Context: an optimization exercise on an open-source flow, tuned for a short achievable clock period and few clock cycles per item. The choices shown serve that exercise and are no tape-out recipe. The RTL was checked by simulation tests, not by an equivalence proof against the original design. Power is estimated from default activity; no workload was simulated.

`flow/config.mk`:
```
export PLATFORM = sky130hd
export DESIGN_NAME = sensor_reading_band_statistics
export DESIGN_NICKNAME = sensor_reading_band_statistics
export VERILOG_FILES = /design/flow/design.v
export SDC_FILE = /design/flow/constraint.sdc
export NUM_CORES = 4
export LEC_CHECK = 0
export CAP_MARGIN = 20
export CORE_MARGIN = 2
export CORE_UTILIZATION = 40
export SETUP_SLACK_MARGIN = 4.0
export SLEW_MARGIN = 20
export TNS_END_PERCENT = 100
```
`flow/constraint.sdc`:
```
create_clock -name core_clock -period 6.0 [get_ports {i_clk}]
set_input_delay 1.2000 -clock core_clock [delete_from_list [all_inputs] [get_ports {i_clk}]]
set_output_delay 1.2000 -clock core_clock [all_outputs]
set_load 0.01 [all_outputs]
```
`flow/design.v`:
```
`default_nettype none
package srbs_pkg;
    localparam int unsigned LIMIT_W = 15;
    localparam int unsigned CNT_W   = 11;
    localparam int unsigned POS_W   = 10;
    localparam int unsigned SUM_W   = 25;
    localparam int unsigned DIV_STEPS = SUM_W;
    localparam int unsigned STEP_W    = 5;
    localparam logic [1:0] REG_NORMAL   = 2'd0;
    localparam logic [1:0] REG_WARNING  = 2'd1;
    localparam logic [1:0] REG_CRITICAL = 2'd2;
    localparam logic [1:0] REG_ALARM    = 2'd3;
    localparam logic [LIMIT_W-1:0] NORMAL_RESET   = 15'd464;
    localparam logic [LIMIT_W-1:0] WARNING_RESET  = 15'd704;
    localparam logic [LIMIT_W-1:0] CRITICAL_RESET = 15'd944;
    localparam logic [LIMIT_W-1:0] ALARM_RESET    = 15'd720;
    typedef struct packed {
        logic [LIMIT_W-1:0] normal_limit;
        logic [LIMIT_W-1:0] warning_limit;
        logic [LIMIT_W-1:0] critical_limit;
        logic [LIMIT_W-1:0] alarm_threshold;
    } t_cfg;
    typedef struct packed {
        logic accept;
        logic div_init;
        logic div_step;
        logic load;
    } t_dp_cmd;
    typedef struct packed {
        logic out_free;
    } t_dp_sts;
endpackage
`default_nettype wire
`default_nettype none
module srbs_regs (
    input  wire logic        i_clk,
    input  wire logic        i_rst_n,
    input  wire logic        psel,
    input  wire logic        penable,
    input  wire logic        pwrite,
    input  wire logic [3:0]  paddr,
    input  wire logic [31:0] pwdata,
    output logic      [31:0] prdata,
    output logic             pready,
    output srbs_pkg::t_cfg   o_cfg
);
    srbs_pkg::t_cfg               r_cfg;
    logic [1:0]                   reg_idx;
    logic                         wr_en;
    logic [srbs_pkg::LIMIT_W-1:0] rd_val;
    logic [srbs_pkg::LIMIT_W-1:0] r_rd;
    assign reg_idx = paddr[3:2];
    assign wr_en   = psel && penable && pwrite;
    assign pready  = 1'b1;
    always_ff @(posedge i_clk) begin
        if (!i_rst_n) begin
            r_cfg.normal_limit    <= srbs_pkg::NORMAL_RESET;
            r_cfg.warning_limit   <= srbs_pkg::WARNING_RESET;
            r_cfg.critical_limit  <= srbs_pkg::CRITICAL_RESET;
            r_cfg.alarm_threshold <= srbs_pkg::ALARM_RESET;
        end else if (wr_en) begin
            case (reg_idx)
                srbs_pkg::REG_NORMAL:   r_cfg.normal_limit    <= pwdata[srbs_pkg::LIMIT_W-1:0];
                srbs_pkg::REG_WARNING:  r_cfg.warning_limit   <= pwdata[srbs_pkg::LIMIT_W-1:0];
                srbs_pkg::REG_CRITICAL: r_cfg.critical_limit  <= pwdata[srbs_pkg::LIMIT_W-1:0];
                default:                r_cfg.alarm_threshold <= pwdata[srbs_pkg::LIMIT_W-1:0];
            endcase
        end
    end
    always_comb begin
        case (reg_idx)
            srbs_pkg::REG_NORMAL:   rd_val = r_cfg.normal_limit;
            srbs_pkg::REG_WARNING:  rd_val = r_cfg.warning_limit;
            srbs_pkg::REG_CRITICAL: rd_val = r_cfg.critical_limit;
            default:                rd_val = r_cfg.alarm_threshold;
        endcase
    end
    always_ff @(posedge i_clk) begin
        r_rd <= rd_val;
    end
    assign prdata = {{(32-srbs_pkg::LIMIT_W){1'b0}}, r_rd};
    assign o_cfg  = r_cfg;
endmodule
`default_nettype wire
`default_nettype none
module sensor_reading_band_statistics #(
    parameter int unsigned MAX_READINGS = 1024
) (
    input  wire logic               i_clk,
    input  wire logic               i_rst_n,
    input  wire logic               i_valid,
    output logic                    o_ready,
    input  wire logic signed [15:0] i_reading,
    input  wire logic               i_last,
    output logic                    o_valid,
    input  wire logic               i_ready,
    output logic [srbs_pkg::LIMIT_W-1:0] o_min_reading,
    output logic [srbs_pkg::LIMIT_W-1:0] o_max_reading,
    output logic [srbs_pkg::LIMIT_W-1:0] o_avg_reading,
    output logic [srbs_pkg::CNT_W-1:0]   o_valid_count,
    output logic [srbs_pkg::CNT_W-1:0]   o_skipped_count,
    output logic [srbs_pkg::CNT_W-1:0]   o_normal_count,
    output logic [srbs_pkg::CNT_W-1:0]   o_warning_count,
    output logic [srbs_pkg::CNT_W-1:0]   o_critical_count,
    output logic [srbs_pkg::CNT_W-1:0]   o_shutdown_count,
    output logic [srbs_pkg::POS_W-1:0]   o_first_alarm_index,
    output logic                    o_alarm_seen,
    output logic                    o_batch_empty,
    input  wire logic               psel,
    input  wire logic               penable,
    input  wire logic               pwrite,
    input  wire logic [3:0]         paddr,
    input  wire logic [31:0]        pwdata,
    output logic      [31:0]        prdata,
    output logic                    pready
);
    localparam int unsigned LW = srbs_pkg::LIMIT_W;   
    localparam int unsigned CW = srbs_pkg::CNT_W;     
    localparam int unsigned PW = srbs_pkg::POS_W;     
    localparam int unsigned SW = srbs_pkg::SUM_W;     
    localparam int unsigned QW = LW;        
    localparam int unsigned RW = CW - 1;    
    localparam int unsigned QD    = 5;
    localparam int unsigned QPW   = 3;
    srbs_pkg::t_cfg cfg;
    srbs_regs u_regs (
        .i_clk   (i_clk),
        .i_rst_n (i_rst_n),
        .psel    (psel),
        .penable (penable),
        .pwrite  (pwrite),
        .paddr   (paddr),
        .pwdata  (pwdata),
        .prdata  (prdata),
        .pready  (pready),
        .o_cfg   (cfg)
    );
    logic          r_ready;
    logic          r0_v, r0_last;
    logic [15:0]   r0_rd;
    always_ff @(posedge i_clk) begin
        if (!i_rst_n) begin
            r0_v <= 1'b0;
        end else begin
            r0_v <= i_valid && r_ready;
        end
        r0_last <= i_last;
        r0_rd   <= i_reading;
    end
    assign o_ready = r_ready;
    logic          r1_v, r1_last, r1_ok, r1_alarm;
    logic [LW-1:0] r1_val;
    logic [3:0]    r1_band;    
    logic [LW-1:0] c_val;
    logic          le_n, le_w, le_c;
    assign c_val = r0_rd[LW-1:0];
    assign le_n  = (c_val <= cfg.normal_limit);
    assign le_w  = (c_val <= cfg.warning_limit);
    assign le_c  = (c_val <= cfg.critical_limit);
    always_ff @(posedge i_clk) begin
        if (!i_rst_n) begin
            r1_v <= 1'b0;
        end else begin
            r1_v <= r0_v;
        end
        r1_last  <= r0_last;
        r1_ok    <= !r0_rd[15];
        r1_val   <= c_val;
        r1_alarm <= !r0_rd[15] && (c_val >= cfg.alarm_threshold);
        r1_band[0] <= !r0_rd[15] && le_n;
        r1_band[1] <= !r0_rd[15] && !le_n && le_w;
        r1_band[2] <= !r0_rd[15] && !le_n && !le_w && le_c;
        r1_band[3] <= !r0_rd[15] && !le_n && !le_w && !le_c;
    end
    logic          r_first;
    logic          a_hv;                  
    logic [LW-1:0] a_min, a_max;
    logic [SW-1:0] a_sum;
    logic [CW-1:0] a_vc, a_sk;
    logic [CW-1:0] a_band [4];
    logic [PW-1:0] a_pos;                 
    logic          a_af;                  
    logic [PW-1:0] a_idx;                 
    logic          r2_end;                
    logic          b_hv, b_af;
    logic [CW-1:0] b_vc, b_sk;
    logic [CW-1:0] b_band [4];
    logic [PW-1:0] b_pos;
    logic [SW-1:0] b_sum, b_add;
    always_comb begin
        b_hv  = r_first ? 1'b0 : a_hv;
        b_af  = r_first ? 1'b0 : a_af;
        b_vc  = r_first ? '0 : a_vc;
        b_sk  = r_first ? '0 : a_sk;
        b_pos = r_first ? '0 : a_pos;
        b_sum = r_first ? '0 : a_sum;
        for (int b = 0; b < 4; b++) begin
            b_band[b] = r_first ? '0 : a_band[b];
        end
        b_add = (r1_ok && !b_vc[CW-1]) ? SW'(r1_val) : '0;
    end
    always_ff @(posedge i_clk) begin
        if (!i_rst_n) begin
            r_first <= 1'b1;
            r2_end  <= 1'b0;
        end else begin
            r2_end <= r1_v && r1_last;
            if (r1_v) begin
                r_first <= r1_last;
            end
        end
        if (r1_v) begin
            a_hv <= b_hv || r1_ok;
            if (r1_ok && (!b_hv || r1_val < a_min)) begin
                a_min <= r1_val;
            end
            if (r1_ok && (!b_hv || r1_val > a_max)) begin
                a_max <= r1_val;
            end
            a_sum <= b_sum + b_add;
            a_vc  <= b_vc + CW'(r1_ok && !b_vc[CW-1]);
            a_sk  <= b_sk + CW'(!r1_ok && !b_sk[CW-1]);
            for (int b = 0; b < 4; b++) begin
                a_band[b] <= b_band[b] + CW'(r1_band[b] && !b_band[b][CW-1]);
            end
            a_pos <= b_pos + PW'(!(&b_pos));
            a_af  <= b_af || r1_alarm;
            if (r1_alarm && !b_af) begin
                a_idx <= b_pos;
            end
        end
    end
    logic [QPW-1:0] q_wr, q_rd;
    logic           r_out_v;
    logic           load;
    logic [QPW-1:0] hd;
    logic [LW-1:0] q_min [QD];
    logic [LW-1:0] q_max [QD];
    logic [CW-1:0] q_vc  [QD];
    logic [CW-1:0] q_sk  [QD];
    logic [CW-1:0] q_b0  [QD];
    logic [CW-1:0] q_b1  [QD];
    logic [CW-1:0] q_b2  [QD];
    logic [CW-1:0] q_b3  [QD];
    logic [PW-1:0] q_idx [QD];
    logic          q_al  [QD];
    logic          q_em  [QD];
    logic [RW-1:0] q_r   [QD];
    logic [QW-1:0] q_sq  [QD];
    logic [3:0]    q_step [QD];           
    logic          q_rdy [QD];            
    for (genvar e = 0; e < QD; e++) begin : g_q
        logic          wr;
        logic [RW:0]   sh;
        logic [RW+1:0] diff;
        assign wr   = r2_end && (q_wr == QPW'(e));
        assign sh   = {q_r[e], q_sq[e][QW-1]};
        assign diff = {1'b0, sh} - {1'b0, q_vc[e]};
        always_ff @(posedge i_clk) begin
            if (wr) begin
                q_min[e] <= a_hv ? a_min : '0;
                q_max[e] <= a_hv ? a_max : '0;
                q_vc[e]  <= a_vc;
                q_sk[e]  <= a_sk;
                q_b0[e]  <= a_band[0];
                q_b1[e]  <= a_band[1];
                q_b2[e]  <= a_band[2];
                q_b3[e]  <= a_band[3];
                q_idx[e] <= a_af ? a_idx : '0;
                q_al[e]  <= a_af;
                q_em[e]  <= !a_hv;
                q_r[e]   <= a_sum[SW-1:QW];
                q_sq[e]  <= a_sum[QW-1:0];
            end else if (q_step[e] != '0) begin
                q_r[e]   <= diff[RW+1] ? sh[RW-1:0] : diff[RW-1:0];
                q_sq[e]  <= {q_sq[e][QW-2:0], !diff[RW+1]};
            end
        end
        always_ff @(posedge i_clk) begin
            if (!i_rst_n) begin
                q_step[e] <= '0;
                q_rdy[e]  <= 1'b0;
            end else begin
                if (wr) begin
                    q_step[e] <= 4'(QW);
                end else if (q_step[e] != '0) begin
                    q_step[e] <= q_step[e] - 1'b1;
                end
                if (q_step[e] == 4'd1) begin
                    q_rdy[e] <= 1'b1;
                end else if (load && hd == QPW'(e)) begin
                    q_rdy[e] <= 1'b0;
                end
            end
        end
    end
    logic [2:0]     r_owed;               
    logic [2:0]     owed_nx;
    assign hd   = q_rd;
    assign load = q_rdy[hd] && (!r_out_v || i_ready);
    always_comb begin
        owed_nx = r_owed;
        if (i_valid && r_ready && i_last) owed_nx = owed_nx + 1'b1;
        if (r_out_v && i_ready)           owed_nx = owed_nx - 1'b1;
    end
    always_ff @(posedge i_clk) begin
        if (!i_rst_n) begin
            q_wr    <= '0;
            q_rd    <= '0;
            r_out_v <= 1'b0;
            r_owed  <= '0;
            r_ready <= 1'b1;
        end else begin
            if (r2_end) q_wr <= (q_wr == QPW'(QD - 1)) ? '0 : q_wr + 1'b1;
            if (load) q_rd <= (q_rd == QPW'(QD - 1)) ? '0 : q_rd + 1'b1;
            r_out_v <= load || (r_out_v && !i_ready);
            r_owed  <= owed_nx;
            r_ready <= (owed_nx < 3'(QD));
        end
    end
    always_ff @(posedge i_clk) begin
        if (load) begin
            o_min_reading       <= q_min[hd];
            o_max_reading       <= q_max[hd];
            o_avg_reading       <= q_em[hd] ? '0 : q_sq[hd];
            o_valid_count       <= q_vc[hd];
            o_skipped_count     <= q_sk[hd];
            o_normal_count      <= q_b0[hd];
            o_warning_count     <= q_b1[hd];
            o_critical_count    <= q_b2[hd];
            o_shutdown_count    <= q_b3[hd];
            o_first_alarm_index <= q_idx[hd];
            o_alarm_seen        <= q_al[hd];
            o_batch_empty       <= q_em[hd];
        end
    end
    assign o_valid = r_out_v;
endmodule
`default_nettype wire
```
`flow/run.sh`:
```
#!/bin/bash
# synth_recipe.tcl (not shown) runs the flow's synth.tcl, then flattens the netlist and writes it again
# the make line also repeats each setting of config.mk as NAME=value (left out here)
make -C /OpenROAD-flow-scripts/flow DESIGN_CONFIG=/design/flow/config.mk WORK_HOME=/design/flow/orfs CLKGATE_MAP_FILE= SYNTH_SCRIPT=/design/flow/synth_recipe.tcl finish
```
==> flow_metrics.py <==
metrics = {
    "worst_setup_path": {
        "crit_chain": "buf_2",
        "cp_num_buf_inv": 1,
        "critPathSlowestCell": "edfxtp_1",
        "cp.arrival_ps": 1430,
        "start_kind": "flip-flop",
        "critPathTopFamily": "flip-flops",
        "required_ps": 4800,
        "crit_type": "reg2out",
        "path_max_fanout": 1,
        "reg2reg_from": "a_vc[10]",
        "cpPeakStageDelay_ps": 510,
        "crit_path_start": "o_min_reading[5]",
        "crit_path_end_kind": "primary output",
    },
    "cts": {
        "clock_latency_ps": 730,
        "clock_path_buffers": 3,
        "cts_root_buffer": "clkbuf_16",
        "path_clk_slew_ps": 70,
        "h-tree-depth": 3,
        "cts_buffers": 113,
        "cts_tree": "yes",
        "cts_sinks": 1085,
    },
    "grt": {
        "grt_max_degree": 68,
        "grt_pass1_vias": 31913,
        "grtUsageTotal_pct": 24.0,
        "antenna_found_initial": 2,
        "overflow": 0,
        "grt_pass1_wl_um": 214000,
    },
    "yosys": {
        "async_flop_share_pct": 0,
        "synthDominantCellAreaShare_pct": 59.3,
        "synth.area.top_cells": "edfxtp_1, dfxtp_1, ha_1",
        "yosysTopAreaCell": "edfxtp_1",
        "synth_seq_cells": 1085,
        "netlist_instances": 3664,
        "synth_area_um2": 47100,
        "yosysSeqAreaShare_pct": 65.9,
        "synthTopCellsByCount": "edfxtp_1, nand2_1, nor2_1",
        "post_synth.cell_area_avg_um2": 12.9,
        "yosysUniqueCellTypes": 82,
        "synth_ff_type": "edfxtp_1",
        "synth_edf_count": 931,
        "synth_warnings": 19,
        "yosysMostFrequentCell": "edfxtp_1",
    },
    "sta": {
        "skew_ps": 46.3,
        "holdWs_ps": 325,
        "worstMarginPinSlew_ps": 777,
        "rsz0062_at_grt": "true",
        "finalCritPeriodShare_pct": 43.8,
        "finalSetupViolCount": 0,
        "max_freq_mhz": 381,
        "finalSetupTns_ps": 0,
        "slew_headroom_pct": 48.0,
        "final_hold_viol_count": 0,
        "min_period_ps": 2630,
        "slew_viol_final": 0,
    },
    "place": {
        "io_buffers": 180,
        "gp_congestion": 0.835,
        "place_hpwl_um": 68800,
        "dpl.cell_count": 5231,
    },
    "detailed_routing": {
        "routed_wl_um": 151000,
        "wl_per_cell_um": 26.1,
        "postRouteAntennaNets": 0,
        "vias_per_cell": 5.70,
        "via_count": 33077,
        "drt-pass1-iter-count": 6,
        "drt-initial-drc-count": 3249,
        "drc": 0,
    },
    "die": {
        "io_pins": 218,
        "start_util_pct": 40.5,
        "num_rows": 125,
        "die_x_um": 347,
        "dieArea_um2": 121000,
        "die_h_um": 347,
        "core_area_um2": 117000,
    },
    "cells_and_area": {
        "fin_cells": 5805,
        "final_net_count": 4449,
        "syn_to_final_growth_pct": 34.1,
        "drive_above_1_share_pct": 32.3,
        "diodes": 0,
    },
    "job": {
        "max-cap-violations": 0,
    },
    "hold_path": {
        "hp-start": "r0_rd[0]",
        "hold_class": "reg2reg",
    },
    "pwr": {
        "pwr_density_cell_nw_per_um2": 461,
        "peakVddDrop_uv": 354,
        "p_leak_uw": 0.0224,
    },
    "run_status": {
        "status": "complete, no violations",
    },
}
where the power goes:
group	leakage, µW	switching [µW]	internal, µW
logic	0.0107	6390	5100
registers	0.00990	753	9870
clock network	0.00179	3090	3910
total	0.0224	10200	18900
per-stage QoR:
step	util, %	worst slack [ps]	power (µW)	instance area (µm²)
finish	54.2	3370	29100	63200
global route	54.2	3250	30200	63200
CTS	51.9	3290	27800	60500
detailed placement	43.6	2260	16900	50800
global placement	43.6	2290	16800	50800
floorplan	-	3300	14500	47800
cell type report:
type | instances | area, µm²
clock buffers | 141 | 3000
flip-flops and latches | 1085 | 31200
repair inverters | 22 | 352
inverters | 195 | 868
repair buffers | 526 | 6050
fillers | 9331 | 53300
multi-input cells | 2240 | 19200
well taps | 1524 | 1910
clock inverters | 72 | 676
registers in the layout, summed over array words and instances (netlist names), 20 cells and up:
register      cells
q_max            75
q_min            75
q_sq             75
u_regs.r_cfg     60
q_b0             55
q_b1             55
q_b2             55
q_b3             55
q_sk             55
q_vc             55
q_idx            50
q_r              50
a_band           44
a_sum            25
q_step           20
routing by layer:
layer | share of wire [%] | vias up | global-route usage [%]
li1 | - | 14707 | -
met1 | 41 | 16663 | 32.7
met2 | 48 | 1450 | 39.4
met3 | 7.7 | 257 | 3.47
met4 | 3.3 | 0 | 7.82
met5 | 0 | - | 0
cells by family (layout without fill, tap and decap cells):
kind of cell	after synthesis	in the layout	synth area share, %
AO/OA/AOI/OAI	795	795	11.9
buffers and inverters	378	956	3.32
multiplexers	42	42	1.31
other	2	18	0.0159
adder cells (fa/ha/maj)	206	206	5.56
XOR/XNOR	102	102	1.90
AND/OR/NAND/NOR	1054	1077	10.1
flip-flops	1085	1085	65.9
cell usage in the layout (no fill, tap or decap), drive strengths merged, types with 116 or more instances in the layout:
master and count:
a22oi 234, a31oi 116, buf 474, clkbuf 149, dfxtp 154, edfxtp 931
ha 200, inv 215, nand2 455, nor2 276
path summary, 6_finish.rpt:
| path | to | slack [ps] | depth (start not counted) |
|---|---|---|---|
| max | o_min_reading[5] | 3370 | 1 |
| min | r1_val[0] | 330 | 0 |
| max reg2reg | a_sum[22] | 3390 | 11 |
| min reg2reg | r1_val[0] | 330 | 0 |
repair_timing:
action	in CTS	in global routing
pin swaps	177	122
setup endpoints to repair	1425	1003
buffers inserted	186	81
hold buffers	0	0
gates cloned	79	15
resized for setup	1335	371
Testbench counts, summed over its fixed seeds: cycles 12,608, batches 384.

[what the ideal ports hide]
Ports are ideal in the flow. The routed layout listed here was re-timed in OpenROAD.
Step 1 sets driving cells, clkbuf_16 on the clock port and buf_2 on the other inputs (assumed; they add their load-dependent delay and slew).
Step 2, shift: input delay + t, output delay - t, t = (earliest + latest rising clock arrival at the registers) / 2. This alone moves slack from input paths to output paths.
Slacks: no drivers / after step 1 / after step 2; pairs: no drivers / after step 1.
t, ns: 0.778
setup WS [ns]: 3.372 / 3.300 / 3.046
worst setup path at the end: input to register
After both steps setup and hold are still met in this run. For this run, drivers alone change the setup slack by -0.072 ns; drivers and shift together by -0.326 ns.
